What follows belongs to an exercise in optimizing a design on an open flow for small area; a production flow would make more cautious choices. RTL that was checked went through simulation tests only; none was proved equivalent to the original. For runs 6 and 7, only the layout was checked, not whether the RTL still works. Power and IR drop assume default switching activity.

==> flow/constraint.sdc <==
create_clock -name core_clock -period 5.5 [get_ports {clk}]
set_input_delay 1.1000 -clock core_clock [delete_from_list [all_inputs] [get_ports {clk}]]
set_output_delay 1.1000 -clock core_clock [all_outputs]
set_load 0.01 [all_outputs]
==> flow/config.mk <==
export PLATFORM = sky130hd
export DESIGN_NAME = pipe_core
export DESIGN_NICKNAME = pipe_core
export VERILOG_FILES = /design/flow/design.v
export SDC_FILE = /design/flow/constraint.sdc
export NUM_CORES = 4
export LEC_CHECK = 0
export CAP_MARGIN = 20
export CORE_MARGIN = 2
export CORE_UTILIZATION = 40
export SLEW_MARGIN = 20
==> flow/run.sh <==
#!/bin/bash
# synth_recipe.tcl (not shown) runs the flow's synth.tcl, then flattens the netlist and writes it again
# the make line also repeats each setting of config.mk as NAME=value (left out here)
make -C /OpenROAD-flow-scripts/flow DESIGN_CONFIG=/design/flow/config.mk WORK_HOME=/design/flow/orfs CLKGATE_MAP_FILE= SYNTH_SCRIPT=/design/flow/synth_recipe.tcl finish
==> flow/design.v <==
package pipe_pkg;
    localparam int N_REGS    = 8;
    localparam int MEM_WORDS = 16;
endpackage
`timescale 1ns/10ps
module pipe_core (
    input  logic        clk,
    input  logic        rst,
    input  logic        in_valid,
    input  logic [15:0] in_instr,
    output logic        in_ready,
    output logic        trace_valid,
    output logic [75:0] trace,
    input  logic        trace_ready
);
    localparam logic [3:0] OP_ADD  = 4'd1;
    localparam logic [3:0] OP_SUB  = 4'd2;
    localparam logic [3:0] OP_ADDI = 4'd3;
    localparam logic [3:0] OP_LD   = 4'd4;
    localparam logic [3:0] OP_ST   = 4'd5;
    function automatic logic [15:0] rreg(input logic [7:1][15:0] r, input logic [2:0] ad);
        case (ad)
            3'd1:    rreg = r[1];
            3'd2:    rreg = r[2];
            3'd3:    rreg = r[3];
            3'd4:    rreg = r[4];
            3'd5:    rreg = r[5];
            3'd6:    rreg = r[6];
            3'd7:    rreg = r[7];
            default: rreg = 16'd0;
        endcase
    endfunction
    function automatic logic [3:0] bump(input logic [3:0] c);
        bump = (c == 4'hf) ? c : c + 4'd1;
    endfunction
    logic [15:0] now;
    logic        hold;
    logic        stall;
    logic        f_v, d_v, x_v, m_v;
    logic [15:0] f_i, d_i, x_i, m_i;
    logic [15:0] f_c, d_c, x_c, m_c;
    logic [3:0]  f_s, d_s, x_s, m_s;
    logic [7:0]  t_seq;
    logic [15:0] t_i, t_res, t_fc, t_rc;
    logic [3:0]  t_s;
    assign trace = {t_seq, t_i, t_res, t_fc, t_rc, t_s};
    assign hold  = trace_valid && !trace_ready;
    logic [3:0] f_op;
    logic       f_rs_use, f_rt_use, f_rd_use;
    always_comb begin
        f_op     = f_i[15:12];
        f_rs_use = (f_op >= OP_ADD) && (f_op <= OP_ST);
        f_rt_use = (f_op == OP_ADD) || (f_op == OP_SUB);
        f_rd_use = (f_op == OP_ST);
    end
    assign stall = d_v && (d_i[15:12] == OP_LD) && (d_i[11:9] != 3'd0) && f_v
                   && ((f_rs_use && f_i[8:6] == d_i[11:9])
                       || (f_rt_use && f_i[5:3] == d_i[11:9])
                       || (f_rd_use && f_i[11:9] == d_i[11:9]));
    assign in_ready = !hold && !stall;
    always_ff @(posedge clk) begin
        if (rst) now <= '0;
        else     now <= now + 16'd1;
    end
    always_ff @(posedge clk) begin
        if (rst) begin
            f_v <= 1'b0;
            d_v <= 1'b0;
            x_v <= 1'b0;
            m_v <= 1'b0;
        end else if (!hold) begin
            f_v <= stall ? f_v : in_valid;
            d_v <= f_v && !stall;
            x_v <= d_v;
            m_v <= x_v;
        end
    end
    always_ff @(posedge clk) begin
        if (in_ready) begin
            f_i <= in_instr;
            f_c <= now;
        end
        f_s <= in_ready ? 4'd0 : bump(f_s);
        if (!hold) begin
            d_i <= f_i;
            d_c <= f_c;
            x_i <= d_i;
            x_c <= d_c;
            m_i <= x_i;
            m_c <= x_c;
        end
        d_s <= hold ? bump(d_s) : f_s;
        x_s <= hold ? bump(x_s) : d_s;
        m_s <= hold ? bump(m_s) : x_s;
    end
    logic [7:1][15:0] regs;
    logic [15:0] mem  [16];
    logic [3:0]  op;
    logic [2:0]  rd, rs, rt, p2;
    logic        is_add, is_sub, is_addi, is_ld, is_st, wr;
    logic [15:0] a, b2, bop, sum, res;
    logic [3:0]  addr;
    always_comb begin
        op      = m_i[15:12];
        rd      = m_i[11:9];
        rs      = m_i[8:6];
        rt      = m_i[5:3];
        is_add  = (op == OP_ADD);
        is_sub  = (op == OP_SUB);
        is_addi = (op == OP_ADDI);
        is_ld   = (op == OP_LD);
        is_st   = (op == OP_ST);
        wr      = is_add || is_sub || is_addi || is_ld;
        p2      = is_st ? rd : rt;
        a       = rreg(regs, rs);
        b2      = rreg(regs, p2);
        bop     = (is_add || is_sub) ? b2 : {{10{m_i[5]}}, m_i[5:0]};
        sum     = is_sub ? a - bop : a + bop;
        addr    = sum[3:0];
        if (is_ld)                        res = mem[addr];
        else if (is_st)                   res = b2;
        else if (is_add || is_sub || is_addi) res = sum;
        else                              res = 16'd0;
    end
    logic        retire;
    logic [15:0] wdata;
    assign retire = m_v && !hold;
    assign wdata  = rst ? 16'd0 : res;
    always_ff @(posedge clk) begin
        for (int i = 1; i < 8; i++) begin
            if (rst || (retire && wr && rd == 3'(i))) regs[i] <= wdata;
        end
    end
    always_ff @(posedge clk) begin
        for (int i = 0; i < 16; i++) begin
            if (rst || (retire && is_st && addr == 4'(i))) mem[i] <= wdata;
        end
    end
    always_ff @(posedge clk) begin
        if (rst) trace_valid <= 1'b0;
        else if (!hold) trace_valid <= m_v;
    end
    always_ff @(posedge clk) begin
        if (rst) t_seq <= 8'hff;
        else if (retire) t_seq <= t_seq + 8'd1;
    end
    always_ff @(posedge clk) begin
        if (!hold) begin
            t_i   <= m_i;
            t_res <= res;
            t_fc  <= m_c;
            t_rc  <= now;
            t_s   <= m_s;
        end
    end
endmodule
==> results of run 1 <==
[layout make-up]
cell class              instances  share of cell area [%]
inverters                      11                   0.151
repair buffers                397                    11.8
clock inverters                34                   0.783
flip-flops and latches        609                    55.6
clock buffers                  85                    5.56
multi-input cells            1017                    22.8
well taps                     837                    3.24
[sequential cells by signal, summed over array words and instances, names as in the netlist, 8 cells and up]
name	flops
x_c	16
t_res	16
mem	256
t_fc	16
f_c	16
x_i	16
m_c	16
regs	112
now	16
d_c	16
t_rc	16
f_i	16
m_i	16
t_i	16
t_seq	8
d_i	16
[cells in the final DEF (no fill, tap or decap), types with 13 or more instances in the layout]
cell	count
xor2_1	26
nand2_1	183
o21ai_0	67
mux2_2	24
ha_1	21
buf_4	248
mux2i_1	40
nand2b_1	38
a21oi_1	78
nor2b_1	14
nor3_1	14
a221oi_1	20
a222oi_1	16
clkdlybuf4s50_1	97
a22oi_1	47
dfxtp_1	33
o21ai_1	13
edfxtp_1	576
and3_1	13
clkbuf_16	74
nand4_1	19
a22o_1	15
clkbuf_1	14
a31oi_1	13
nor2_1	68
clkinv_2	13
nand3_1	34
buf_12	34
xnor2_1	27
[power by group through the flow]
stage,clock network (mW),logic (mW),registers [mW]
finish,4.23,3.06,5.69
global route,4.49,3.22,5.72
CTS,4.32,2.72,5.68
detailed placement,0,2.66,5.78
global placement,0,2.64,5.76
floorplan,0,1.25,5.74
[per-stage QoR]
step	hold slack, ns	instance area (um2)
after floorplan	0.400	25100
after global placement	0.401	29200
after detailed placement	0.405	29200
after CTS	0.397	31500
after global routing	0.410	32300
final	0.397	32300
[critical path: stages (launching register included)]
cell       delay, ns
edfxtp_1        0.44
nand4bb_4       0.39
buf_12          0.24
mux2i_4         0.23
buf_6           0.18
o21ai_0         0.11
nand4_1         0.30
o31a_1          0.36
buf_4           0.17
nand4b_1        0.23
and3b_2         0.32
a31oi_1         0.10
xnor2_1         0.18
a21oi_1         0.09
ha_1            0.37
nand3_1         0.11
nand2_1         0.07
a41oi_2         0.16
a21oi_1         0.08
buf_4           0.16
nor4b_4         0.27
buf_4           0.16
nor3_4          0.05
a31oi_4         0.30
clkbuf_16       0.22
[layer usage]
layer | part of all wire (%) | vias to the layer above | global-route usage, %
met3 | 8.7 | 129 | 4.88
met2 | 46 | 739 | 34.3
met1 | 43 | 8534 | 31.1
li1 | - | 7482 | -
met5 | 0 | - | 0
met4 | 2.4 | 0 | 6.83
[logic make-up after synthesis]
group / Yosys count
mux: 86
buf+inv: 99
simple gates: 475
compound gates: 378
flops: 609
fa+ha+maj: 23
xor+xnor: 55
[repair_timing]
| action | 4_1_cts | 5_1_grt |
|---|---|---|
| setup buffers | 9 | 25 |
| pin swaps | 16 | 40 |
| setup endpoints to repair | 374 | 378 |
| gates resized for setup | 30 | 111 |
| gates cloned | 1 | 6 |
[path summary, 6_finish.rpt]
| path | start | end | slack, ns | cells past startpoint |
|---|---|---|---|---|
| setup / recovery | m_i[15]$_DFFE_PN_ | mem[0][15]$_DFFE_PP_ | 0.07 | 24 |
| hold reg to reg | x_i[9]$_DFFE_PN_ | m_i[9]$_DFFE_PN_ | 0.40 | 0 |
| setup reg to reg | m_i[15]$_DFFE_PN_ | mem[0][15]$_DFFE_PP_ | 0.07 | 24 |
| hold / removal | x_i[9]$_DFFE_PN_ | m_i[9]$_DFFE_PN_ | 0.40 | 0 |
==> flow_summary.json, run 1 <==
{
  "slew-limit-headroom_pct": 7.49,
  "clock.fmax_mhz": 184,
  "root_buffer": "clkbuf_16",
  "synth.distinct_cells": 71,
  "synth_top_family_by_area": "compound AO/OA/AOI/OAI gates",
  "p_leak_nw": 12.1,
  "register_area_um2": 18000,
  "start_util_pct": 40.5,
  "grt-ovfl-total": 0,
  "synth-compound-area-share_pct": 10.1,
  "final_util_pct": 52.1,
  "cts_buffer_depth": 3,
  "io_pins": 98,
  "path_class": "reg -> reg",
  "synthCells": 1725,
  "pre_cts_ws_ns": -0.321,
  "pwr-share-seq_pct": 43.8,
  "worstPathRequired_ns": 5.97,
  "post-route-period-util_pct": 98.7,
  "port_buffers": 97,
  "switchingPower_mw": 3.65,
  "core_um2": 61900,
  "die_w_um": 255,
  "p_int_mw": 9.33,
  "path_clk_slew_ns": 0.06,
  "cts-hold-fix-buffers": 0,
  "syn_area_um2": 25100,
  "dr.pass1.iters": 6,
  "synth_warnings": 2,
  "muxShareOfSynthArea_pct": 4.29,
  "die_h_um": 255,
  "crit_arrival_ns": 5.90,
  "die_area_um2": 64800,
  "yosysTopAreaCell": "edfxtp_1",
  "via_count": 16884,
  "grt_pass1_vias": 16474,
  "yosysMostFrequentCell": "edfxtp_1",
  "swShare_pct": 28.1,
  "drtIter0Drc": 1769,
  "drc": 0,
  "p_per_area_nw_per_um2": 402,
  "maxSlewViolCount": 0,
  "routed_via_density": 5.65,
  "stdcell_count": 2990,
  "synthAdderAreaFrac_pct": 1.18,
  "routedWlPerCell_um": 24.3,
  "fin_setup_tns_ns": 0,
  "gp_congestion": 0.963,
  "grt_pass1_wl_um": 105000,
  "fin_nets": 2146,
  "maxCapViolCount": 0,
  "synth_area_per_cell_um2": 14.6,
  "fin_crit_ns": 5.43,
  "finalClockSkew_ns": 0.0339,
  "multi_input_area_um2": 7370,
  "drive_gt1_share_pct": 25.5,
  "final_antenna_net_count": 0,
  "antenna_found_initial": 0,
  "synth_commonest_cells": "edfxtp_1 (576), nand2_1 (188), a21oi_1 (90)",
  "grt_util_all_layers_pct": 22.1,
  "numCtsBuffers": 67,
  "synth-simple-area-share_pct": 9.37,
  "hp-class": "reg -> reg",
  "critPathCaptureType": "flip-flop",
  "rows": 91,
  "status": "timing/DRC/antenna clean",
  "area_growth_pct": 28.6,
  "cts_max_level": 3,
  "fillers": 5216,
  "synth_seq_area_share_pct": 71.5,
  "tritoncts": "yes",
  "syn_nets": 1768,
  "report.power.total_mw": 13.0,
  "synth-edff-count": 576,
  "rsz0062_at_grt": "true",
  "synth_xor_xnor_area_share_pct": 1.92,
  "crit_path_max_fanout": 8,
  "worst_pin_slew_ns": 1.37,
  "ir_worst_vdd_mv": 0.298,
  "layout_setup_ws_ns": 0.0739,
  "dpl.hpwl_um": 48200,
  "cts.sinks": 609,
  "antenna_cells": 0,
  "pwr-share-comb_pct": 23.6,
  "placed_cells": 2831,
  "critPathLaunchType": "flip-flop",
  "power_frac_clock_pct": 32.6,
  "routed_wl_um": 72700,
  "clock_latency_ns": 0.61,
  "hold_viol": 0,
  "grt_max_degree": 87,
  "setup-violations-final": 0,
  "netlist.area_leader.share_pct": 68.9,
  "synthTopCellsByArea": "edfxtp_1 (69%), nand2_1 (2.8%), dfxtp_1 (2.6%)",
  "ys_seq_elements": 609,
  "async_reset_ff_share_pct": 0,
  "synthFlopType": "edfxtp_1"
}
==> run 2: changes to the inputs <==
--- a/flow/config.mk
+++ b/flow/config.mk
@@ -6,4 +6,5 @@
 export NUM_CORES = 4
 export LEC_CHECK = 0
+export ABC_AREA = 1
 export CAP_MARGIN = 20
 export CORE_MARGIN = 2
==> run 2 against run 1 <==
  * Largest power group unchanged
  * Worst hold slack gained 0.0073 ns
  * Sequential power grew 1%
  * Final cell count shrank 0.23%
  * Still clean on timing, DRC and antenna
  * Highest routed layer is now met5
  * Combinational power shrank 19%
  * Register-to-register slack gained 0.21 ns
  * Largest cell class unchanged
  * First-iteration DRC count grew 8.9%
==> flow_summary.json, run 2 <==
{
  "grt_pass1_vias": 16177,
  "cts.sinks": 609,
  "drc": 0,
  "root_buffer": "clkbuf_16",
  "die_h_um": 251,
  "top_register": "mem",
  "drtIter0Drc": 1926,
  "io_pins": 98,
  "antenna_found_initial": 2,
  "ir_worst_vdd_mv": 0.200,
  "gp_congestion": 0.958,
  "finalClockSkew_ns": 0.0354,
  "final_antenna_net_count": 0,
  "p_leak_nw": 11.7,
  "synth-edff-count": 576,
  "syn_nets": 1913,
  "hp-class": "reg -> reg",
  "synthCells": 1870,
  "synth_area_per_cell_um2": 13.1,
  "grt_pass1_wl_um": 102000,
  "fin_crit_ns": 5.22,
  "cts_buffer_depth": 3,
  "die_w_um": 251,
  "grt_util_all_layers_pct": 21.9,
  "cts_max_level": 3,
  "routedWlPerCell_um": 23.2,
  "dr.pass1.iters": 5,
  "yosysTopAreaCell": "edfxtp_1",
  "async_reset_ff_share_pct": 0,
  "ys_seq_elements": 609,
  "numCtsBuffers": 67,
  "area_growth_pct": 22.9,
  "final_util_pct": 49.8,
  "clock_latency_ns": 0.61,
  "setup-violations-final": 0,
  "grt-ovfl-total": 0,
  "report.power.total_mw": 12.6,
  "timing.hold.ws_ns": 0.404,
  "synth.distinct_cells": 58,
  "syn_area_um2": 24500,
  "path_class": "reg -> reg",
  "cp_slowest_stage_delay_ns": 0.60,
  "worst_pin_slew_ns": 0.962,
  "tritoncts": "yes",
  "via_count": 16678,
  "final_common_cell": "edfxtp_1",
  "critPathLaunchType": "flip-flop",
  "die_area_um2": 63200,
  "rows": 90,
  "p_per_area_nw_per_um2": 418,
  "maxCapViolCount": 0,
  "reg_top3": "mem: 256 flops, regs: 112 flops",
  "status": "timing/DRC/antenna clean",
  "critPathCaptureType": "flip-flop",
  "hold_viol": 0,
  "cp_cell_sequence": "inv_1 -> nor3_1 -> inv_1 -> o21ai_0 -> a2111oi_1 -> buf_4 -> ha_1 -> inv_1 -> fa_1 -> xor2_2 -> inv_1 -> nand2_2 -> inv_1 -> nand2_1 -> inv_1 -> buf_12 -> buf_4 -> a22o_1 -> a21oi_1 -> nand4_1 -> o211ai_1 -> a21oi_1 -> buf_4",
  "worstPathRequired_ns": 5.82,
  "drive_gt1_share_pct": 15.4,
  "synthFlopType": "edfxtp_1",
  "synthTopCellsByArea": "edfxtp_1 (71%), nand2_1 (5.6%), dfxtp_1 (2.7%)",
  "crit_path_max_fanout": 16,
  "synth_seq_area_share_pct": 73.3,
  "routed_via_density": 5.59,
  "dpl.hpwl_um": 45400,
  "fin_nets": 2193,
  "largest_reg_flops": 256,
  "yosysMostFrequentCell": "edfxtp_1",
  "rsz0062_at_grt": "true",
  "clock.fmax_mhz": 192,
  "maxSlewViolCount": 0,
  "netlist.area_leader.share_pct": 70.6,
  "grt_max_degree": 117,
  "port_buffers": 97,
  "core_um2": 60500,
  "routed_wl_um": 69200,
  "final_cell_mix": "edfxtp_1 (576), nand2_1 (361), buf_4 (150)",
  "start_util_pct": 40.5,
  "crit_arrival_ns": 5.54,
  "synth_warnings": 2,
  "pre_cts_ws_ns": 0.0593,
  "post-route-period-util_pct": 94.9,
  "path_clk_slew_ns": 0.06,
  "cp_slowest_cell": "a2111oi_1",
  "slew-limit-headroom_pct": 35.9,
  "layout_setup_ws_ns": 0.283,
  "synth_commonest_cells": "edfxtp_1 (576), nand2_1 (364), inv_1 (145)",
  "crit_path_frequent_cell": "inv_1"
}
[run 2: cell type report]
class,count,area [um2]
well taps,782,978
fillers,5197,30400
inverters,149,568
repair buffers,271,2560
clock inverters,38,334
flip-flops and latches,609,18000
multi-input cells,1052,5920
clock buffers,81,1790
diodes,1,2.50
[run 2: worst paths after layout]
kind | to | startpoint | slack, ns | depth (start not counted)
worst max register to register | mem[4][14]$_DFFE_PP_ | m_i[8]$_DFFE_PN_ | 0.28 | 23
worst min-delay path | d_i[1]$_DFFE_PN_ | f_i[1]$_DFFE_PP_ | 0.40 | 0
worst max-delay path | mem[4][14]$_DFFE_PP_ | m_i[8]$_DFFE_PN_ | 0.28 | 23
worst min register to register | d_i[1]$_DFFE_PN_ | f_i[1]$_DFFE_PP_ | 0.40 | 0
[run 2: repair_timing]
action                                 4_1_cts  5_1_grt
buffers inserted                             0        3
setup endpoints to repair                    0      383
hold buffers                                 0        0
resized for setup                            0       28
endpoints found under the hold margin        0        0
[run 2: cell families after synthesis]
family	Yosys count	share of synthesized area, %
compound gates	319	8.67
simple gates	682	12.3
buf+inv	209	3.50
fa+ha+maj	23	1.21
flops	609	73.3
xor+xnor	28	1.00
[run 2: power by group]
part	leakage (nW)	switching, mW	internal (mW)
Clock	1.03	1.82	2.53
Combinational	4.23	1.58	0.914
Sequential	6.45	0.160	5.59
Total	11.7	3.56	9.03
[run 2: layer usage]
| metal | GRT usage [%] | vias to the layer above | share of wire (%) |
|---|---|---|---|
| li1 | - | 7510 | - |
| met1 | 30.7 | 8199 | 42 |
| met2 | 33.3 | 812 | 44 |
| met3 | 4.78 | 155 | 9.5 |
| met4 | 8.83 | 2 | 3.9 |
| met5 | 0 | - | 0.019 |
[run 2: metrics by stage]
step	setup TNS [ns]	std cells	area [um2]
2_1_floorplan	0	1870	24500
4_1_cts	0	2979	30000
3_5_place_dp	0	2860	27800
5_1_grt	-0.475	2982	30100
6_report	0	2983	30100
3_3_place_gp	0	2860	27800
[run 2: worst max-delay path: cells and delay by family (launching register included)]
kind	cells	cell delay, ns
and+or+nand+nor	4	0.55
adders and majority gates	2	0.62
DFF	1	0.48
AOI/OAI and AO/OA	6	1.38
buffers and inverters	10	1.60
xor gates and xnor gates	1	0.31
==> run 3: changes to the inputs <==
--- a/flow/design.v
+++ b/flow/design.v
@@ -95,9 +95,10 @@
     end
     logic [7:1][15:0] regs;
-    logic [15:0] mem  [16];
+    logic [15:0] mem [16];
     logic [3:0]  op;
     logic [2:0]  rd, rs, rt, p2;
-    logic        is_add, is_sub, is_addi, is_ld, is_st, wr;
+    logic        is_add, is_sub, is_addi, is_ld, is_st, is_alu, wr;
     logic [15:0] a, b2, bop, sum, res;
+    logic [16:0] sum_c;
     logic [3:0]  addr;
     always_comb begin
@@ -111,28 +112,31 @@
         is_ld   = (op == OP_LD);
         is_st   = (op == OP_ST);
-        wr      = is_add || is_sub || is_addi || is_ld;
+        is_alu  = is_add || is_sub || is_addi;
+        wr      = is_alu || is_ld;
         p2      = is_st ? rd : rt;
         a       = rreg(regs, rs);
         b2      = rreg(regs, p2);
+        addr    = a[3:0] + m_i[3:0];
         bop     = (is_add || is_sub) ? b2 : {{10{m_i[5]}}, m_i[5:0]};
-        sum     = is_sub ? a - bop : a + bop;
-        addr    = sum[3:0];
-        if (is_ld)                        res = mem[addr];
-        else if (is_st)                   res = b2;
-        else if (is_add || is_sub || is_addi) res = sum;
-        else                              res = 16'd0;
+        sum_c   = {a, 1'b1} + {bop ^ {16{is_sub}}, is_sub};
+        sum     = sum_c[16:1];
+        if (is_ld)       res = mem[addr];
+        else if (is_st)  res = b2;
+        else if (is_alu) res = sum;
+        else             res = 16'd0;
     end
     logic        retire;
-    logic [15:0] wdata;
-    assign retire = m_v && !hold;
-    assign wdata  = rst ? 16'd0 : res;
+    logic [15:0] r_wdata, m_wdata;
+    assign retire  = m_v && !hold;
+    assign r_wdata = rst ? 16'd0 : res;
+    assign m_wdata = rst ? 16'd0 : b2;
     always_ff @(posedge clk) begin
         for (int i = 1; i < 8; i++) begin
-            if (rst || (retire && wr && rd == 3'(i))) regs[i] <= wdata;
+            if (rst || (retire && wr && rd == 3'(i))) regs[i] <= r_wdata;
         end
     end
     always_ff @(posedge clk) begin
         for (int i = 0; i < 16; i++) begin
-            if (rst || (retire && is_st && addr == 4'(i))) mem[i] <= wdata;
+            if (rst || (retire && is_st && addr == 4'(i))) mem[i] <= m_wdata;
         end
     end
@@ -143,5 +147,5 @@
     always_ff @(posedge clk) begin
         if (rst) t_seq <= 8'hff;
-        else if (retire) t_seq <= t_seq + 8'd1;
+        else     t_seq <= t_seq + {7'd0, retire};
     end
     always_ff @(posedge clk) begin
==> flow/flow/run.sh (new file) <==
#!/bin/bash
# Standard layout with a leaner clock tree (no dummy loads, smaller
# buffers) and the smallest buffer on the ports.
export CTS_ARGS="-sink_clustering_enable -repair_clock_nets -dont_use_dummy_load -buf_list {sky130_fd_sc_hd__clkbuf_4 sky130_fd_sc_hd__clkbuf_8} -sink_clustering_size 16 -sink_clustering_max_diameter 60"
export BUFFER_PORTS_ARGS="-buffer_cell sky130_fd_sc_hd__buf_1"
bash standard.sh > standard.log 2>&1
==> flow/standard.sh (new file) <==
#!/bin/bash
# synth_recipe.tcl (not shown) runs the flow's synth.tcl, then flattens the netlist and writes it again
# the make line also repeats each setting of config.mk as NAME=value (left out here)
make -C /OpenROAD-flow-scripts/flow DESIGN_CONFIG=/design/flow/config.mk WORK_HOME=/design/flow/orfs CLKGATE_MAP_FILE= SYNTH_SCRIPT=/design/flow/synth_recipe.tcl "${@:-finish}"
--- a/flow/config.mk
+++ b/flow/config.mk
@@ -10,3 +10,4 @@
 export CORE_MARGIN = 2
 export CORE_UTILIZATION = 40
+export GPL_TIMING_DRIVEN = 0
 export SLEW_MARGIN = 20
removed: flow/run.sh
==> run 3 against run 2 <==
  * First-iteration DRC count is 14% lower
  * Routed wire length is 8.3% lower
  * Combinational power is 29% lower
  * Power is 24% lower
  * Utilization is 4.6 points lower
  * Clock power is 51% lower
  * Register-to-register slack hardly changed
  * Critical endpoint is now regs[41]$_DFFE_PP_
  * Highest routed layer is now met4
  * Largest cell class unchanged
  * Worst hold slack better by 0.012 ns
  * Critical path depth is 1 lower
  * Clock skew is 0.064 ns higher
==> flow_summary.json, run 3 <==
{
  "status": "timing/DRC/antenna clean",
  "ir_worst_vdd_mv": 0.249,
  "routedWlPerCell_um": 22.3,
  "tritoncts": "yes",
  "critPathLaunchType": "flip-flop",
  "io_pins": 98,
  "gp_congestion": 0.867,
  "synth_commonest_cells": "edfxtp_1 (576), nand2_1 (386), inv_1 (167)",
  "synthFlopType": "edfxtp_1",
  "worstPathRequired_ns": 5.75,
  "final_cell_mix": "edfxtp_1 (576), nand2_1 (385), inv_1 (165)",
  "largest_reg_flops": 256,
  "synthCells": 1881,
  "die_w_um": 252,
  "cp_slowest_stage_delay_ns": 0.48,
  "pre_cts_ws_ns": -0.199,
  "port_buffers": 96,
  "place_area_um2": 26600,
  "cts.sinks": 609,
  "crit_path_frequent_cell": "nand2_1",
  "p_leak_nw": 10.3,
  "die_h_um": 252,
  "report.power.total_mw": 9.57,
  "reg_top3": "mem: 256 flops, regs: 112 flops",
  "hold_viol": 0,
  "synth.distinct_cells": 56,
  "synth-edff-count": 576,
  "final_common_cell": "edfxtp_1",
  "maxSlewViolCount": 0,
  "cts-hold-fix-buffers": 0,
  "async_reset_ff_share_pct": 0,
  "setup-violations-final": 0,
  "antenna_found_initial": 1,
  "cts_buffer_depth": 3,
  "crit_path_max_fanout": 10,
  "cp_cell_sequence": "buf_2 -> nand3_1 -> buf_2 -> clkinvlp_4 -> nand2_1 -> nand2_1 -> nor4_2 -> inv_1 -> ha_1 -> fa_1 -> xnor2_4 -> inv_1 -> nand2_4 -> nor2_4 -> nand2_1 -> nand4_1 -> nor3b_2 -> nand2_1 -> o21ai_0 -> nand2_1 -> nand2_1 -> nor2_1",
  "syn_nets": 1927,
  "grt_util_all_layers_pct": 19.8,
  "area_growth_pct": 11.3,
  "via_count": 15680,
  "stdcell_area_um2": 27400,
  "cts_max_level": 2,
  "finalClockSkew_ns": 0.0996,
  "post-route-period-util_pct": 94.9,
  "slew-limit-headroom_pct": 22.3,
  "routed_wl_um": 63400,
  "fin_crit_ns": 5.22,
  "grt-ovfl-total": 0,
  "synthTopCellsByArea": "edfxtp_1 (70%), nand2_1 (5.9%), dfxtp_1 (2.7%)",
  "p_per_area_nw_per_um2": 350,
  "hp-class": "reg -> reg",
  "grt_pass1_wl_um": 94200,
  "rr_endpoint": "regs[41]$_DFFE_PP_",
  "start_util_pct": 40.6,
  "drive_gt1_share_pct": 11.5,
  "reg2reg_from": "m_i[7]$_DFFE_PN_",
  "rsz0062_at_grt": "false",
  "drc": 0,
  "yosysTopAreaCell": "edfxtp_1",
  "netlist.area_leader.share_pct": 70.4,
  "dr.pass1.iters": 5,
  "path_class": "reg -> reg",
  "whs_endpoint": "m_i[0]$_DFFE_PN_",
  "fillers": 5458,
  "clock_latency_ns": 0.68,
  "layout_setup_ws_ns": 0.278,
  "holdPathStages": 0,
  "grt_max_degree": 100,
  "synth_warnings": 2,
  "crit_arrival_ns": 5.48,
  "ys_seq_elements": 609,
  "synth_area_per_cell_um2": 13.1,
  "drtIter0Drc": 1653,
  "path_clk_slew_ns": 0.10,
  "critPathCaptureType": "flip-flop",
  "syn_area_um2": 24600,
  "clock.fmax_mhz": 191,
  "die_area_um2": 63400,
  "maxCapViolCount": 0,
  "rr_worst_depth": 22,
  "rows": 90,
  "fin_nets": 2110,
  "root_buffer": "clkbuf_8",
  "yosysMostFrequentCell": "edfxtp_1",
  "routed_via_density": 5.51,
  "numCtsBuffers": 47,
  "final_antenna_net_count": 0,
  "worstHoldStart": "x_i[0]$_DFFE_PN_",
  "dpl.hpwl_um": 44200,
  "grt_pass1_vias": 15208,
  "cp_slowest_cell": "fa_1",
  "synth_seq_area_share_pct": 73.1,
  "ff2ff_setup_slack_ns": 0.28,
  "worst_pin_slew_ns": 1.17,
  "timing.hold.ws_ns": 0.416,
  "core_um2": 60600,
  "top_register": "mem"
}
==> run 3: cell types whose count changed after synthesis, moves of 12 or more <==
cell / delta
a22oi_1: +14
clkbuf_1: -15
nand4_1: -49
o22ai_1: +47
nor2_1: -30
inv_1: +22
a22o_1: -19
nand3_1: +12
a221oi_1: -20
nand2_1: +22
==> run 3: final cells by class <==
cell class                 count  area (um2)  area share, %
sequential                   609       18000           65.6
timing repair buffer         134         757           2.77
antenna                        1        2.50        0.00915
buffer                        52         312           1.14
clock buffer                  47         647           2.36
tap                          782         978           3.58
multi-input combinational   1039        6020           22.0
inverter                     181         683           2.50
==> run 3: logic make-up after synthesis <==
logic type,synth area share [%]
simple gates,12.0
flops,73.1
compound gates,8.95
buf+inv,3.96
fa+ha+maj,1.35
xor+xnor,0.642
==> run 3: worst max path at each step <==
stage | startpoint | to | cells past startpoint
after floorplan | m_i[7]$_DFFE_PN_ | mem[0][0]$_DFFE_PP_ | 16
after global placement | m_i[7]$_DFFE_PN_ | mem[2][10]$_DFFE_PP_ | 13
after detailed placement | m_i[7]$_DFFE_PN_ | regs[92]$_DFFE_PP_ | 22
after CTS | m_i[13]$_DFFE_PN_ | regs[90]$_DFFE_PP_ | 27
after global routing | m_i[12]$_DFFE_PN_ | regs[92]$_DFFE_PP_ | 30
final | m_i[7]$_DFFE_PN_ | regs[41]$_DFFE_PP_ | 22
==> run 3: per-layer routing <==
layer  vias up  wire length [um]  share of wire (%)  global-route usage, %
li1       7204                 -                  -                      -
met1      7688             27300                 43                   28.0
met2       697             29300                 46                   31.4
met3        91              5240                8.3                   3.69
met4         0              1540                2.4                   5.98
met5         -                 0                  0                      0
==> run 3: through the flow <==
| step | std cells | util [%] | TNS [ns] |
|---|---|---|---|
| 5_1_grt | 2845 | 45.2 | 0 |
| 3_3_place_gp | 2759 | 42.8 | -283.32 |
| 2_1_floorplan | 1881 | - | 0 |
| 4_1_cts | 2842 | 44.9 | 0 |
| 6_report | 2845 | 45.2 | 0 |
| 3_5_place_dp | 2795 | 43.8 | -11.43 |
==> run 3: repair_timing <==
item | CTS | global route
gates cloned | 0 | 0
endpoints found under the setup margin | 119 | 117
pin swaps | 0 | 0
setup buffers | 0 | 1
gates resized for setup | 4 | 35
==> run 3: where the power goes <==
part / switching (mW) / internal [mW]
Sequential: 0.133 / 5.53
Clock: 1.37 / 0.765
Combinational: 1.29 / 0.489
==> run 3: critical path, delay by kind of cell (launching register included) <==
| family | cells | cell delay [ns] |
|---|---|---|
| AOI/OAI and AO/OA | 1 | 0.12 |
| xor gates and xnor gates | 1 | 0.31 |
| adders and majority gates | 2 | 0.72 |
| buffers and inverters | 5 | 1.04 |
| DFF | 1 | 0.41 |
| and+or+nand+nor | 13 | 2.19 |
==> run 4: changes to the inputs <==
--- a/flow/config.mk
+++ b/flow/config.mk
@@ -9,5 +9,5 @@
 export CAP_MARGIN = 20
 export CORE_MARGIN = 2
-export CORE_UTILIZATION = 40
+export CORE_UTILIZATION = 60
 export GPL_TIMING_DRIVEN = 0
 export SLEW_MARGIN = 20
==> run 4 against run 3 <==
  * Synthesized cell count unchanged
  * Die area decreased by 33%
  * Sequential cell count unchanged
  * Critical path depth decreased by 4
  * Via count increased by 0.29%
  * Synthesized area unchanged
  * Design area decreased by 1.2%
  * Clock-buffer cell count decreased by 1
  * Register-to-register slack got worse by 0.05 ns
  * Worst hold slack got worse by 0.015 ns
  * Power decreased by 0.73%
  * Routed wire length decreased by 3.0%
  * Largest cell class unchanged
  * Largest power group unchanged
  * Highest routed layer unchanged
==> flow_summary.json, run 4 <==
{
  "numCtsBuffers": 46,
  "cts_max_level": 2,
  "core_um2": 40600,
  "register_area_um2": 18000,
  "drc": 0,
  "grt_pass1_vias": 14962,
  "critPathCaptureType": "flip-flop",
  "routed_via_density": 6.06,
  "clock.fmax_mhz": 190,
  "drtIter0Drc": 1547,
  "status": "timing/DRC/antenna clean",
  "p_int_mw": 6.76,
  "synth_warnings": 2,
  "synth_area_per_cell_um2": 13.1,
  "worst_pin_slew_ns": 1.14,
  "routed_wl_um": 61500,
  "crit_path_max_fanout": 10,
  "start_util_pct": 60.5,
  "maxCapViolCount": 0,
  "grt_pass1_wl_um": 90700,
  "final_cell_mix": "edfxtp_1 (576), nand2_1 (385), inv_1 (166)",
  "grt_util_all_layers_pct": 29.3,
  "root_buffer": "clkbuf_8",
  "post-route-period-util_pct": 95.9,
  "placed_cells": 2549,
  "port_buffers": 96,
  "final_util_pct": 66.5,
  "io_pins": 98,
  "cts_buffer_depth": 3,
  "fin_crit_ns": 5.27,
  "clock_latency_ns": 0.66,
  "crit_arrival_ns": 5.64,
  "die_area_um2": 42600,
  "routedWlPerCell_um": 23.7,
  "grt-ovfl-total": 0,
  "pwr-share-seq_pct": 59.5,
  "maxSlewViolCount": 0,
  "synth-edff-count": 576,
  "top_register": "mem",
  "final_antenna_net_count": 0,
  "synthTopCellsByArea": "edfxtp_1 (70%), nand2_1 (5.9%), dfxtp_1 (2.7%)",
  "slew-limit-headroom_pct": 24.3,
  "path_clk_slew_ns": 0.09,
  "area_growth_pct": 9.98,
  "synthFlopType": "edfxtp_1",
  "tritoncts": "yes",
  "p_per_area_nw_per_um2": 352,
  "swShare_pct": 28.8,
  "yosysTopAreaCell": "edfxtp_1",
  "ys_seq_elements": 609,
  "path_class": "reg -> reg",
  "timing.hold.ws_ns": 0.401,
  "dr.pass1.iters": 5,
  "netlist.area_leader.share_pct": 70.4,
  "synth.distinct_cells": 56,
  "via_count": 15725,
  "pwr-share-comb_pct": 18.6,
  "hp-class": "reg -> reg",
  "synth_seq_area_share_pct": 73.1,
  "final_common_cell": "edfxtp_1",
  "syn_area_um2": 24600,
  "antenna_found_initial": 0,
  "die_w_um": 206,
  "hold_viol": 0,
  "syn_nets": 1927,
  "antenna_cells": 0,
  "rows": 74,
  "fillers": 2964,
  "reg_top3": "mem: 256 flops, regs: 112 flops",
  "power_frac_clock_pct": 21.8,
  "synthCells": 1881,
  "yosysMostFrequentCell": "edfxtp_1",
  "critPathLaunchType": "flip-flop",
  "async_reset_ff_share_pct": 0,
  "largest_reg_flops": 256,
  "finalClockSkew_ns": 0.0886,
  "ir_worst_vdd_mv": 0.222,
  "grt_max_degree": 96,
  "synth_commonest_cells": "edfxtp_1 (576), nand2_1 (386), inv_1 (167)",
  "drive_gt1_share_pct": 11.2,
  "dpl.hpwl_um": 43100,
  "setup-violations-final": 0,
  "multi_input_area_um2": 5990,
  "fin_setup_tns_ns": 0,
  "stdcell_count": 2596,
  "gp_congestion": 0.888,
  "cts.sinks": 609,
  "worstPathRequired_ns": 5.87,
  "fin_nets": 2112,
  "p_leak_nw": 10.4,
  "switchingPower_mw": 2.74,
  "die_h_um": 206
}
-- run 4: cell count changes in the layout (fill, tap and decap cells not counted), moves of 2 or more --
cell	previous run	this run
o21ai_4	5	3
nor2_1	72	76
a21oi_4	3	1
nand3_1	66	64
buf_8	5	9
nor2_2	8	4
a21oi_1	70	73
buf_4	20	17
-- run 4: worst max-delay path, cell delays in order (launching register included) --
cell      delay [ns]
edfxtp_1        0.46
buf_4           0.20
nor3_4          0.58
inv_1           0.39
nor2_1          0.22
nor4_2          0.08
inv_1           0.12
ha_1            0.21
fa_1            0.49
nor2_1          0.25
inv_1           0.27
nor2_4          0.36
buf_4           0.28
nand2_1         0.07
nand4_1         0.14
nor3_1          0.07
a21oi_1         0.15
o21ai_1         0.13
a21oi_1         0.51
-- run 4: final cells by class --
type / instances / share of cell area [%]
buffer: 52 / 1.16
tap: 532 / 2.46
inverter: 181 / 2.51
clock buffer: 46 / 2.34
multi-input combinational: 1039 / 22.2
sequential: 609 / 66.4
timing repair buffer: 137 / 2.92
-- run 4: metrics by stage --
step / power, mW / worst slack (ns) / area [um2]
2_1_floorplan: 6.77 / 0.825 / 24600
3_3_place_gp: 7.38 / -1.24 / 25600
3_5_place_dp: 7.48 / -0.244 / 26300
4_1_cts: 9.50 / 0.000680 / 26900
5_1_grt: 9.85 / -0.00917 / 27000
6_report: 9.50 / 0.228 / 27000
-- run 4: path summary, 6_finish.rpt --
| path | startpoint | end | slack [ns] | depth (start not counted) |
|---|---|---|---|---|
| max reg2reg | m_i[8]$_DFFE_PN_ | regs[35]$_DFFE_PP_ | 0.23 | 18 |
| min reg2reg | d_c[8]$_DFFE_PN_ | x_c[8]$_DFFE_PN_ | 0.40 | 0 |
| min | d_c[8]$_DFFE_PN_ | x_c[8]$_DFFE_PN_ | 0.40 | 0 |
| max | m_i[8]$_DFFE_PN_ | regs[35]$_DFFE_PP_ | 0.23 | 18 |
-- run 4: power groups by stage --
| stage | registers (mW) | logic (mW) | clock network (mW) |
|---|---|---|---|
| after floorplan | 5.75 | 1.02 | 0 |
| after global placement | 5.76 | 1.62 | 0 |
| after detailed placement | 5.76 | 1.72 | 0 |
| after CTS | 5.66 | 1.73 | 2.11 |
| after global routing | 5.69 | 1.90 | 2.26 |
| final | 5.65 | 1.77 | 2.08 |
-- run 4: cell families (layout without fill, tap and decap cells) --
kind of cell | count (synthesis) | in the layout | share of synthesized area (%)
and+or+nand+nor | 651 | 651 | 12.0
DFF | 609 | 609 | 73.1
AOI/OAI and AO/OA | 344 | 344 | 8.95
buffers and inverters | 233 | 416 | 3.96
adders and majority gates | 26 | 26 | 1.35
xor gates and xnor gates | 18 | 18 | 0.642
-- run 4: timing repair --
action                     4_1_cts  5_1_grt
resized for setup                3       28
setup endpoints to repair       87      108
buffers inserted                 0        1
hold buffers                     0        0
-- run 4: layer usage --
| metal | track usage [%] | up-vias | part of all wire, % |
|---|---|---|---|
| met5 | 0 | - | 0 |
| met4 | 9.95 | 0 | 3.0 |
| met3 | 5.66 | 118 | 8.9 |
| met2 | 45.9 | 721 | 47 |
| met1 | 41.8 | 7685 | 42 |
| li1 | - | 7201 | - |
==> run 5: changes to the inputs <==
==> flow/run.sh (new file) <==
#!/bin/bash
# synth_recipe.tcl (not shown) runs the flow's synth.tcl, then flattens the netlist and writes it again
# the make line also repeats each setting of config.mk as NAME=value (left out here)
make -C /OpenROAD-flow-scripts/flow DESIGN_CONFIG=/design/flow/config.mk WORK_HOME=/design/flow/orfs CLKGATE_MAP_FILE= SYNTH_SCRIPT=/design/flow/synth_recipe.tcl finish
--- a/flow/config.mk
+++ b/flow/config.mk
@@ -9,5 +9,4 @@
 export CAP_MARGIN = 20
 export CORE_MARGIN = 2
-export CORE_UTILIZATION = 60
-export GPL_TIMING_DRIVEN = 0
+export CORE_UTILIZATION = 40
 export SLEW_MARGIN = 20
removed: flow/flow/run.sh
removed: flow/standard.sh
==> run 5 against run 4 <==
  * Global-route usage is 9.6 points lower
  * Die area increased by 49%
  * First-iteration DRC count rose by 14%
  * Utilization fell by 19 points
  * Clock skew decreased by 0.063 ns
  * Sequential power hardly changed
  * Worst hold slack better by 0.012 ns
  * Worst setup slack improved by 0.28 ns
  * Routed wire length increased by 2.8%
  * Synthesized area unchanged
  * Combinational power is essentially flat
  * Still clean
  * Largest power group unchanged
  * Fmax rose by 5.7%
==> flow_summary.json, run 5 <==
{
  "drtIter0Drc": 1769,
  "final_common_cell": "edfxtp_1",
  "synthTopCellsByArea": "edfxtp_1 (70%), nand2_1 (5.9%), dfxtp_1 (2.7%)",
  "multi_input_area_um2": 5760,
  "register_area_um2": 18000,
  "root_buffer": "clkbuf_16",
  "die_w_um": 252,
  "gp_congestion": 0.885,
  "port_buffers": 97,
  "die_h_um": 252,
  "timing.hold.ws_ns": 0.413,
  "critPathLaunchType": "flip-flop",
  "start_util_pct": 40.6,
  "cts-hold-fix-buffers": 0,
  "tritoncts": "yes",
  "grt_pass1_vias": 15499,
  "worst_pin_slew_ns": 1.12,
  "grt_util_all_layers_pct": 19.8,
  "cts.sinks": 609,
  "worstPathRequired_ns": 5.87,
  "synthCells": 1881,
  "hold_viol": 0,
  "area_growth_pct": 17.4,
  "post-route-period-util_pct": 90.7,
  "cts_max_level": 2,
  "clock.fmax_mhz": 200,
  "fillers": 5303,
  "synth.distinct_cells": 56,
  "cp_slowest_stage_delay_ns": 0.51,
  "final_antenna_net_count": 0,
  "syn_area_um2": 24600,
  "via_count": 15837,
  "cp_slowest_cell": "edfxtp_1",
  "clock_latency_ns": 0.63,
  "top_register": "mem",
  "syn_nets": 1927,
  "antenna_cells": 0,
  "drc": 0,
  "die_area_um2": 63400,
  "path_class": "reg -> reg",
  "crit_arrival_ns": 5.36,
  "fin_nets": 2108,
  "grt-ovfl-total": 0,
  "routed_wl_um": 63300,
  "p_per_area_nw_per_um2": 398,
  "cts_buffer_depth": 3,
  "yosysMostFrequentCell": "edfxtp_1",
  "reg_top3": "mem: 256 flops, regs: 112 flops",
  "cts_setup_buffers": 0,
  "drive_gt1_share_pct": 11.5,
  "async_reset_ff_share_pct": 0,
  "ir_worst_vdd_mv": 0.266,
  "antenna_found_initial": 0,
  "setup-violations-final": 0,
  "placed_cells": 2781,
  "io_pins": 98,
  "layout_setup_ws_ns": 0.511,
  "crit_path_max_fanout": 15,
  "fin_setup_tns_ns": 0,
  "synth-edff-count": 576,
  "routed_via_density": 5.47,
  "synth_commonest_cells": "edfxtp_1 (576), nand2_1 (386), inv_1 (167)",
  "final_cell_mix": "edfxtp_1 (576), nand2_1 (384), inv_1 (166)",
  "p_leak_nw": 11.1,
  "critPathCaptureType": "flip-flop",
  "maxCapViolCount": 0,
  "netlist.area_leader.share_pct": 70.4,
  "crit_path_frequent_cell": "nand2_1",
  "synth_seq_area_share_pct": 73.1,
  "largest_reg_flops": 256,
  "fin_crit_ns": 4.99,
  "ys_seq_elements": 609,
  "pre_cts_ws_ns": 0.340,
  "slew-limit-headroom_pct": 24.8,
  "dpl.hpwl_um": 41100,
  "report.power.total_mw": 11.5,
  "status": "timing/DRC/antenna clean",
  "maxSlewViolCount": 0,
  "finalClockSkew_ns": 0.0259,
  "hp-class": "reg -> reg",
  "path_clk_slew_ns": 0.06,
  "routedWlPerCell_um": 21.9,
  "synth_area_per_cell_um2": 13.1,
  "synthFlopType": "edfxtp_1",
  "yosysTopAreaCell": "edfxtp_1",
  "synth_warnings": 2,
  "cts_resized": 0,
  "cp_cell_sequence": "inv_1 -> nand3_1 -> inv_2 -> a22o_1 -> nor4_1 -> inv_1 -> ha_1 -> fa_1 -> xnor2_1 -> buf_4 -> inv_1 -> nand2_4 -> nor2_4 -> buf_4 -> nand2_1 -> nand4_1 -> nor2_1 -> nand2_1 -> o21ai_0 -> nand2_1 -> nand2_1 -> nor2_1",
  "numCtsBuffers": 61,
  "core_um2": 60600,
  "grt_pass1_wl_um": 94500,
  "grt_max_degree": 84,
  "stdcell_count": 2894,
  "dr.pass1.iters": 6,
  "rows": 90
}
[run 5: kinds of logic (layout without fill, tap and decap cells)]
group,Yosys count,count (layout),share of synthesized area [%]
and+or+nand+nor,651,651,12.0
DFF,609,609,73.1
AOI/OAI and AO/OA,344,344,8.95
buffers and inverters,233,464,3.96
adders and majority gates,26,26,1.35
xor gates and xnor gates,18,18,0.642
[run 5: power breakdown]
group	switching [mW]	leakage (nW)	internal (mW)
Clock	1.72	0.951	2.33
Combinational	1.21	3.72	0.534
Sequential	0.143	6.45	5.53
Total	3.08	11.1	8.40
[run 5: metrics by stage]
step	instance area, um2	utilization (%)
3_5_place_dp	26900	44.3
3_3_place_gp	26900	44.3
6_report	28900	47.6
4_1_cts	28800	47.6
5_1_grt	28900	47.6
2_1_floorplan	24600	-
[run 5: final cells by class]
class,instances,share of cell area (%)
inverter,181,2.37
tap,782,3.39
multi-input combinational,1039,20.0
clock buffer,85,5.71
sequential,609,62.2
clock inverter,28,1.10
timing repair buffer,170,5.25
[run 5: worst paths after layout]
kind	from	endpoint	slack, ns	cells after the start
setup reg to reg	m_i[7]$_DFFE_PN_	regs[11]$_DFFE_PP_	0.51	22
setup / recovery	m_i[7]$_DFFE_PN_	regs[11]$_DFFE_PP_	0.51	22
hold / removal	m_c[11]$_DFFE_PN_	t_fc[11]$_DFFE_PN_	0.41	0
hold reg to reg	m_c[11]$_DFFE_PN_	t_fc[11]$_DFFE_PN_	0.41	0
[run 5: worst max-delay path: cells and delay by family, from the launching register on]
| kind | cells | cell delay, ns |
|---|---|---|
| adder cells (fa/ha/maj) | 2 | 0.64 |
| flip-flops | 1 | 0.51 |
| buffers and inverters | 6 | 0.97 |
| XOR/XNOR | 1 | 0.13 |
| AO/OA/AOI/OAI | 2 | 0.34 |
| AND/OR/NAND/NOR | 11 | 2.11 |
[run 5: per-layer routing]
metal  vias up  part of all wire [%]  GRT usage (%)
met5         -                     0              0
met4         0                   3.3           6.86
met3       136                   8.0           4.06
met2       684                    45           30.7
met1      7767                    44           27.8
li1       7250                     -              -
==> run 6: changes to the inputs <==
--- a/flow/design.v
+++ b/flow/design.v
@@ -95,5 +95,5 @@
     end
     logic [7:1][15:0] regs;
-    logic [15:0] mem [16];
+    logic [15:0] mem_n [16];
     logic [3:0]  op;
     logic [2:0]  rd, rs, rt, p2;
@@ -116,19 +116,18 @@
         p2      = is_st ? rd : rt;
         a       = rreg(regs, rs);
-        b2      = rreg(regs, p2);
+        b2      = rst ? 16'd0 : rreg(regs, p2);
         addr    = a[3:0] + m_i[3:0];
         bop     = (is_add || is_sub) ? b2 : {{10{m_i[5]}}, m_i[5:0]};
         sum_c   = {a, 1'b1} + {bop ^ {16{is_sub}}, is_sub};
         sum     = sum_c[16:1];
-        if (is_ld)       res = mem[addr];
-        else if (is_st)  res = b2;
-        else if (is_alu) res = sum;
-        else             res = 16'd0;
+        res     = ({16{is_ld && !rst}} & ~mem_n[addr])
+                | ({16{is_st}} & b2)
+                | ({16{is_alu && !rst}} & sum);
     end
     logic        retire;
     logic [15:0] r_wdata, m_wdata;
     assign retire  = m_v && !hold;
-    assign r_wdata = rst ? 16'd0 : res;
-    assign m_wdata = rst ? 16'd0 : b2;
+    assign r_wdata = res;
+    assign m_wdata = b2;
     always_ff @(posedge clk) begin
         for (int i = 1; i < 8; i++) begin
@@ -138,5 +137,5 @@
     always_ff @(posedge clk) begin
         for (int i = 0; i < 16; i++) begin
-            if (rst || (retire && is_st && addr == 4'(i))) mem[i] <= m_wdata;
+            if (rst || (retire && is_st && addr == 4'(i))) mem_n[i] <= ~m_wdata;
         end
     end
==> flow/flow/run.sh (new file) <==
#!/bin/bash
# Standard layout with a leaner clock tree (no dummy loads, smaller
# buffers) and the smallest buffer on the ports.
export CTS_ARGS="-sink_clustering_enable -repair_clock_nets -dont_use_dummy_load -buf_list {sky130_fd_sc_hd__clkbuf_16} -sink_clustering_size 30 -sink_clustering_max_diameter 80"
export BUFFER_PORTS_ARGS="-buffer_cell sky130_fd_sc_hd__buf_1"
bash standard.sh > standard.log 2>&1
==> flow/standard.sh (new file) <==
#!/bin/bash
# synth_recipe.tcl (not shown) runs the flow's synth.tcl, then flattens the netlist and writes it again
# the make line also repeats each setting of config.mk as NAME=value (left out here)
make -C /OpenROAD-flow-scripts/flow DESIGN_CONFIG=/design/flow/config.mk WORK_HOME=/design/flow/orfs CLKGATE_MAP_FILE= SYNTH_SCRIPT=/design/flow/synth_recipe.tcl "${@:-finish}"
--- a/flow/config.mk
+++ b/flow/config.mk
@@ -7,6 +7,6 @@
 export LEC_CHECK = 0
 export ABC_AREA = 1
-export CAP_MARGIN = 20
+export CAP_MARGIN = 0
 export CORE_MARGIN = 2
 export CORE_UTILIZATION = 40
-export SLEW_MARGIN = 20
+export SLEW_MARGIN = 0
removed: flow/run.sh
==> run 6 against run 5 <==
  * Die area is 0.99% lower
  * First-iteration DRC count is 14% lower
  * Fmax is 3.8% lower
  * Synthesized area is 1.0% lower
  * Worst hold slack worse by 0.034 ns
  * Critical path depth is 5 lower
  * Clock skew is 0.071 ns higher
  * Design area is 5.4% lower
==> flow_summary.json, run 6 <==
{
  "yosysMostFrequentCell": "edfxtp_1",
  "die_area_um2": 62800,
  "drc": 0,
  "synth_warnings": 2,
  "use_met3_pct": 2.53,
  "critPathCaptureType": "flip-flop",
  "hp-class": "reg -> reg",
  "synth-compound-area-share_pct": 7.09,
  "stdcell_area_um2": 27300,
  "routed_wl_um": 60700,
  "crit_path_max_fanout": 16,
  "rr_endpoint": "regs[41]$_DFFE_PP_",
  "routed_via_density": 5.36,
  "fin_setup_tns_ns": 0,
  "cts_buffer_depth": 3,
  "synth_xor_xnor_area_share_pct": 0.468,
  "final_antenna_net_count": 0,
  "yosysTopAreaCell": "edfxtp_1",
  "routedWlPerCell_um": 21.4,
  "fillers": 5307,
  "start_util_pct": 40.4,
  "top_usage_layer": "met2",
  "fin_crit_ns": 5.19,
  "synth_commonest_cells": "edfxtp_1 (576), nand2_1 (441), inv_1 (153)",
  "ff2ff_setup_slack_ns": 0.31,
  "cp_slowest_cell": "fa_1",
  "synth_top_family_by_area": "simple AND/OR/NAND/NOR gates",
  "die_w_um": 251,
  "crit_start": "m_i[6]$_DFFE_PN_",
  "ir_worst_vdd_mv": 0.274,
  "gp_congestion": 0.911,
  "async_reset_ff_share_pct": 0,
  "synth-simple-area-share_pct": 14.0,
  "synth_area_per_cell_um2": 13.0,
  "setup-violations-final": 0,
  "maxSlewViolCount": 0,
  "crit_path_frequent_cell": "inv_1",
  "top_register": "mem_n",
  "cts-hold-fix-buffers": 0,
  "area_growth_pct": 12.2,
  "grt_util_all_layers_pct": 19.1,
  "synth.distinct_cells": 54,
  "rr_worst_depth": 17,
  "largest_reg_flops": 256,
  "synthTopCellsByArea": "edfxtp_1 (71%), nand2_1 (6.8%), dfxtp_1 (2.7%)",
  "final_common_cell": "edfxtp_1",
  "port_buffers": 97,
  "report.power.total_mw": 9.84,
  "hold_viol": 0,
  "io_pins": 98,
  "final_cell_mix": "edfxtp_1 (576), nand2_1 (441), inv_1 (152)",
  "grt_pass1_vias": 14586,
  "rows": 90,
  "maxCapViolCount": 0,
  "dpl.hpwl_um": 39800,
  "via_count": 15175,
  "fin_nets": 2099,
  "reg_top3": "mem_n: 256 flops, regs: 112 flops",
  "clock_latency_ns": 0.58,
  "antenna_found_initial": 0,
  "grt_use_met1_pct": 25.5,
  "path_class": "reg -> reg",
  "drive_gt1_share_pct": 10.0,
  "ys_seq_elements": 609,
  "use_met2_pct": 32.5,
  "root_buffer": "clkbuf_16",
  "drtIter0Drc": 1521,
  "tritoncts": "yes",
  "numCtsBuffers": 34,
  "slew-limit-headroom_pct": 38.6,
  "grt_pass1_wl_um": 90200,
  "synth-edff-count": 576,
  "grt-ovfl-total": 0,
  "synth_seq_area_share_pct": 73.8,
  "path_clk_slew_ns": 0.11,
  "clock.fmax_mhz": 193,
  "p_leak_nw": 9.72,
  "timing.hold.ws_ns": 0.379,
  "finalClockSkew_ns": 0.0966,
  "synthCells": 1871,
  "netlist.area_leader.share_pct": 71.1,
  "place_area_um2": 26400,
  "synthAdderAreaFrac_pct": 1.37,
  "cp-endpoint": "regs[41]$_DFFE_PP_",
  "syn_nets": 1917,
  "worstPathRequired_ns": 5.66,
  "post-route-period-util_pct": 94.3,
  "crit_arrival_ns": 5.35,
  "synthFlopType": "edfxtp_1",
  "reg2reg_from": "m_i[6]$_DFFE_PN_",
  "worst_pin_slew_ns": 0.918,
  "p_per_area_nw_per_um2": 361,
  "cts_max_level": 2,
  "grt_max_degree": 83,
  "rsz0062_at_grt": "false",
  "die_h_um": 251,
  "antenna_cells": 0,
  "dr.pass1.iters": 5,
  "status": "timing/DRC/antenna clean",
  "syn_area_um2": 24300,
  "cp_slowest_stage_delay_ns": 0.59,
  "cts.sinks": 609,
  "final_util_pct": 45.3,
  "critPathLaunchType": "flip-flop",
  "cp_cell_sequence": "inv_1 -> nand3_1 -> inv_2 -> a22o_1 -> nor4_1 -> inv_1 -> ha_1 -> fa_1 -> inv_1 -> nor2_1 -> inv_1 -> nor2_4 -> a22oi_1 -> nand3_1 -> nor3_1 -> nor2_1 -> nand2_1",
  "core_um2": 60200,
  "muxShareOfSynthArea_pct": 0
}
run 6: cell count changes after synthesis, sizes merged, moves of 6 or more:
cell    before  now
nand3       72   84
a22oi       27   34
a41oi       11    0
a21oi       92   51
o22ai       52   32
inv        179  157
o21ai       75   67
nor2        92  116
nand2      396  450
a21boi       0    6
a221oi      29   17
nand4       53   70
run 6: through the flow:
| step | setup WS (ns) | std cells |
|---|---|---|
| floorplan | 0.820 | 1871 |
| global placement | 0.481 | 2796 |
| detailed placement | 0.346 | 2796 |
| CTS | 0.245 | 2830 |
| global route | 0.00945 | 2833 |
| finish | 0.315 | 2833 |
run 6: layout make-up:
type | instances | area (um2) | area share, %
clock buffers | 34 | 851 | 3.12
inverters | 159 | 604 | 2.21
multi-input cells | 1061 | 5750 | 21.1
flip-flops and latches | 609 | 18000 | 65.8
well taps | 782 | 978 | 3.59
repair buffers | 188 | 1150 | 4.20
run 6: worst min path at each step:
stage / slack, ns / startpoint / depth (start not counted) / end
final: 0.38 / x_i[2]$_DFFE_PN_ / 0 / m_i[2]$_DFFE_PN_
after global routing: 0.38 / x_i[2]$_DFFE_PN_ / 0 / m_i[2]$_DFFE_PN_
after CTS: 0.38 / x_i[2]$_DFFE_PN_ / 0 / m_i[2]$_DFFE_PN_
after detailed placement: 0.40 / f_c[12]$_DFFE_PP_ / 0 / d_c[12]$_DFFE_PN_
after global placement: 0.40 / x_c[0]$_DFFE_PN_ / 0 / m_c[0]$_DFFE_PN_
after floorplan: 0.40 / f_c[0]$_DFFE_PP_ / 0 / d_c[0]$_DFFE_PN_
run 6: repair_timing:
item,CTS,global route
gates resized for setup,0,5
buffers inserted,0,3
setup endpoints to repair,0,57
run 6: cells by family after synthesis:
family | count (synthesis)
and+or+nand+nor | 756
DFF | 609
AOI/OAI and AO/OA | 266
buffers and inverters | 201
adders and majority gates | 26
xor gates and xnor gates | 13
run 6: layer usage:
layer,vias to the layer above,wire [um]
met3,99,3490
li1,7110,-
met2,502,29800
met5,-,0
met1,7464,25800
met4,0,1590
run 6: worst max-delay path: cells and delay by family, from the launching register on:
family / cells / cell delay, ns
buffers and inverters: 5 / 0.82
AND/OR/NAND/NOR: 8 / 2.15
AO/OA/AOI/OAI: 2 / 0.45
adder cells (fa/ha/maj): 2 / 0.84
flip-flops: 1 / 0.49
run 6: where the power goes:
group | internal (mW) | leakage, nW | total, mW | switching [mW]
Combinational | 0.536 | 3.41 | 1.76 | 1.22
Clock | 1.11 | 0.419 | 2.47 | 1.36
Sequential | 5.48 | 5.89 | 5.62 | 0.131
Total | 7.13 | 9.72 | 9.84 | 2.72
==> run 7: changes to the inputs <==
==> flow/flow/run.sh (replaced) <==
#!/bin/bash
# Standard layout with a leaner clock tree (no dummy loads, smaller
# buffers) and the smallest buffer on the ports.
export CTS_ARGS="-sink_clustering_enable -repair_clock_nets -dont_use_dummy_load -buf_list {sky130_fd_sc_hd__clkbuf_4 sky130_fd_sc_hd__clkbuf_8} -sink_clustering_size 16 -sink_clustering_max_diameter 60"
export BUFFER_PORTS_ARGS="-buffer_cell sky130_fd_sc_hd__buf_1"
bash standard.sh > standard.log 2>&1
==> run 7 against run 6 <==
  * Combinational power about the same
  * Critical path depth grew 1
  * Synthesized cell count unchanged
  * Clock power shrank 13%
  * Clock skew grew 0.028 ns
  * Largest cell class unchanged
  * Highest routed layer unchanged
==> flow_summary.json, run 7 <==
{
  "maxCapViolCount": 0,
  "power_frac_clock_pct": 22.6,
  "synth_area_per_cell_um2": 13.0,
  "grt_pass1_wl_um": 90800,
  "p_int_mw": 6.82,
  "grt-ovfl-total": 0,
  "yosysMostFrequentCell": "edfxtp_1",
  "pwr-share-seq_pct": 58.9,
  "routedWlPerCell_um": 21.4,
  "routed_wl_um": 60900,
  "hp-class": "reg -> reg",
  "synthTopCellsByArea": "edfxtp_1 (71%), nand2_1 (6.8%), dfxtp_1 (2.7%)",
  "post-route-period-util_pct": 94.6,
  "port_buffers": 97,
  "final_util_pct": 45.0,
  "numCtsBuffers": 49,
  "synthFlopType": "edfxtp_1",
  "start_util_pct": 40.4,
  "setup-violations-final": 0,
  "swShare_pct": 28.5,
  "async_reset_ff_share_pct": 0,
  "synth.distinct_cells": 54,
  "synth_seq_area_share_pct": 73.8,
  "final_antenna_net_count": 0,
  "hold_viol": 0,
  "grt_pass1_vias": 14674,
  "dr.pass1.iters": 5,
  "tritoncts": "yes",
  "drive_gt1_share_pct": 10.6,
  "gp_congestion": 0.911,
  "switchingPower_mw": 2.71,
  "p_leak_nw": 9.65,
  "stdcell_area_um2": 27100,
  "drc": 0,
  "rows": 90,
  "cts_buffer_depth": 3,
  "io_pins": 98,
  "layout_setup_ws_ns": 0.298,
  "status": "timing/DRC/antenna clean",
  "die_w_um": 251,
  "dr_wl_met2_um": 29600,
  "place_area_um2": 26400,
  "synth_commonest_cells": "edfxtp_1 (576), nand2_1 (441), inv_1 (153)",
  "antenna_found_initial": 1,
  "synth_warnings": 2,
  "root_buffer": "clkbuf_8",
  "die_h_um": 251,
  "cts_max_level": 2,
  "fin_nets": 2114,
  "maxUsedRoutingLayer": "met4",
  "largest_reg_flops": 256,
  "clock.fmax_mhz": 192,
  "via_count": 15188,
  "wl_met3_um": 3480,
  "top_register": "mem_n",
  "crit_path_max_fanout": 13,
  "pre_cts_ws_ns": 0.346,
  "finalClockSkew_ns": 0.124,
  "path_clk_slew_ns": 0.10,
  "drtIter0Drc": 1456,
  "pwr-share-comb_pct": 18.5,
  "core_um2": 60200,
  "clock_latency_ns": 0.69,
  "slew-limit-headroom_pct": 39.2,
  "syn_area_um2": 24300,
  "critPathCaptureType": "flip-flop",
  "p_per_area_nw_per_um2": 351,
  "final_common_cell": "edfxtp_1",
  "maxSlewViolCount": 0,
  "m1WireLength_um": 26000,
  "netlist.area_leader.share_pct": 71.1,
  "critPathLaunchType": "flip-flop",
  "die_area_um2": 62800,
  "final_cell_mix": "edfxtp_1 (576), nand2_1 (440), inv_1 (152)",
  "syn_nets": 1917,
  "ir_worst_vdd_mv": 0.200,
  "worst_pin_slew_ns": 0.910,
  "fin_crit_ns": 5.20,
  "fin_setup_tns_ns": 0,
  "synthCells": 1871,
  "routed_via_density": 5.33,
  "dpl.hpwl_um": 39800,
  "ys_seq_elements": 609,
  "path_class": "reg -> reg",
  "rsz0062_at_grt": "false",
  "cts.sinks": 609,
  "worstPathRequired_ns": 5.85,
  "synth-edff-count": 576,
  "crit_arrival_ns": 5.55,
  "area_growth_pct": 11.5,
  "yosysTopAreaCell": "edfxtp_1",
  "grt_max_degree": 83,
  "reg_top3": "mem_n: 256 flops, regs: 112 flops",
  "grt_util_all_layers_pct": 19.3
}
==> run 7: worst paths after layout <==
check / from / to / slack (ns) / depth (start not counted)
setup / recovery: m_i[6]$_DFFE_PN_ / regs[9]$_DFFE_PP_ / 0.30 / 18
hold / removal: x_i[2]$_DFFE_PN_ / m_i[2]$_DFFE_PN_ / 0.38 / 0
setup reg to reg: m_i[6]$_DFFE_PN_ / regs[9]$_DFFE_PP_ / 0.30 / 18
hold reg to reg: x_i[2]$_DFFE_PN_ / m_i[2]$_DFFE_PN_ / 0.38 / 0
==> run 7: cell families (layout without fill, tap and decap cells) <==
family                   Yosys count  count (layout)  synth area share [%]
adder cells (fa/ha/maj)           26              26                  1.37
AND/OR/NAND/NOR                  756             756                  14.0
XOR/XNOR                          13              13                 0.468
other                              0               1                     0
buffers and inverters            201             396                  3.25
AO/OA/AOI/OAI                    266             266                  7.09
flip-flops                       609             609                  73.8
==> run 7: area by class of cell <==
type                       instances  area, um2
fill                            5352      33100
sequential                       609      18000
multi-input combinational       1061       5750
timing repair buffer             188       1150
tap                              782        978
clock buffer                      49        674
inverter                         159        604
antenna                            1       2.50
==> run 7: power groups by stage <==
stage	Sequential [mW]	Clock [mW]	Combinational, mW
final	5.61	2.15	1.76
after global routing	5.64	2.40	1.93
after CTS	5.62	2.23	1.74
after detailed placement	5.72	0	1.74
after global placement	5.71	0	1.72
after floorplan	5.70	0	1.04
==> run 7: per-layer routing <==
layer	vias up	track usage, %
met2	510	32.2
li1	7131	-
met5	-	0
met3	117	2.97
met1	7430	25.7
met4	0	7.13
==> run 7: stage by stage <==
stage                     hold WS, ns  power, mW  instances
after detailed placement        0.405       7.46       2796
after floorplan                 0.400       6.74       1871
final                           0.376       9.53       2849
after global routing            0.387       9.98       2849
after global placement          0.400       7.43       2796
after CTS                       0.383       9.59       2845
==> run 7: worst max-delay path, stage by stage, from the launching register on <==
cell	delay [ns]
edfxtp_1	0.48
inv_1	0.14
nand3_1	0.31
inv_2	0.24
a22o_1	0.25
nor4_1	0.53
inv_1	0.15
ha_1	0.25
fa_1	0.53
inv_1	0.08
nor2_1	0.04
inv_1	0.39
nor2_4	0.22
buf_12	0.20
a22oi_1	0.17
nand3_1	0.11
nor3_1	0.37
nor2_1	0.08
nand2_1	0.34
==> run 7: timing repair <==
item / 4_1_cts / 5_1_grt
gates resized for setup: 0 / 6
buffers inserted: 0 / 3
endpoints found under the setup margin: 0 / 61
hold buffers: 0 / 0

[static timing again, ports no longer ideal]
Ports are ideal in the flow. The routed layouts listed here were re-timed in OpenROAD.
Step 1 sets driving cells, clkbuf_16 on the clock port and buf_2 on the other inputs (assumed; they add their load-dependent delay and slew).
Step 2, shift: input delay + t, output delay - t, t = (earliest + latest rising clock arrival at the registers) / 2. This alone moves slack from input paths to output paths.
Three values: no drivers, after step 1, after step 2; two values: the first two.
run	t (ns)	setup slack, ns	hold slack, ns	latest minus earliest clock arrival (ns)	worst data-port slew with drivers (ns)
run 1	0.651	0.074 / 0.074 / 0.074	0.397 / 0.397 / 0.397	0.034 / 0.034	0.06
run 2	0.652	0.283 / 0.283 / 0.283	0.404 / 0.404 / 0.404	0.036 / 0.036	0.04
run 3	0.689	0.278 / 0.278 / 0.278	0.416 / 0.416 / 0.416	0.100 / 0.100	0.04
run 4	0.675	0.228 / 0.228 / 0.228	0.401 / 0.401 / 0.401	0.097 / 0.097	0.05
run 5	0.676	0.511 / 0.511 / 0.511	0.413 / 0.413 / 0.413	0.027 / 0.026	0.04
run 6	0.589	0.315 / 0.315 / 0.315	0.379 / 0.379 / 0.379	0.098 / 0.098	0.06
run 7	0.683	0.298 / 0.298 / 0.298	0.376 / 0.376 / 0.376	0.129 / 0.129	0.05
After both steps every run listed still meets setup and hold.
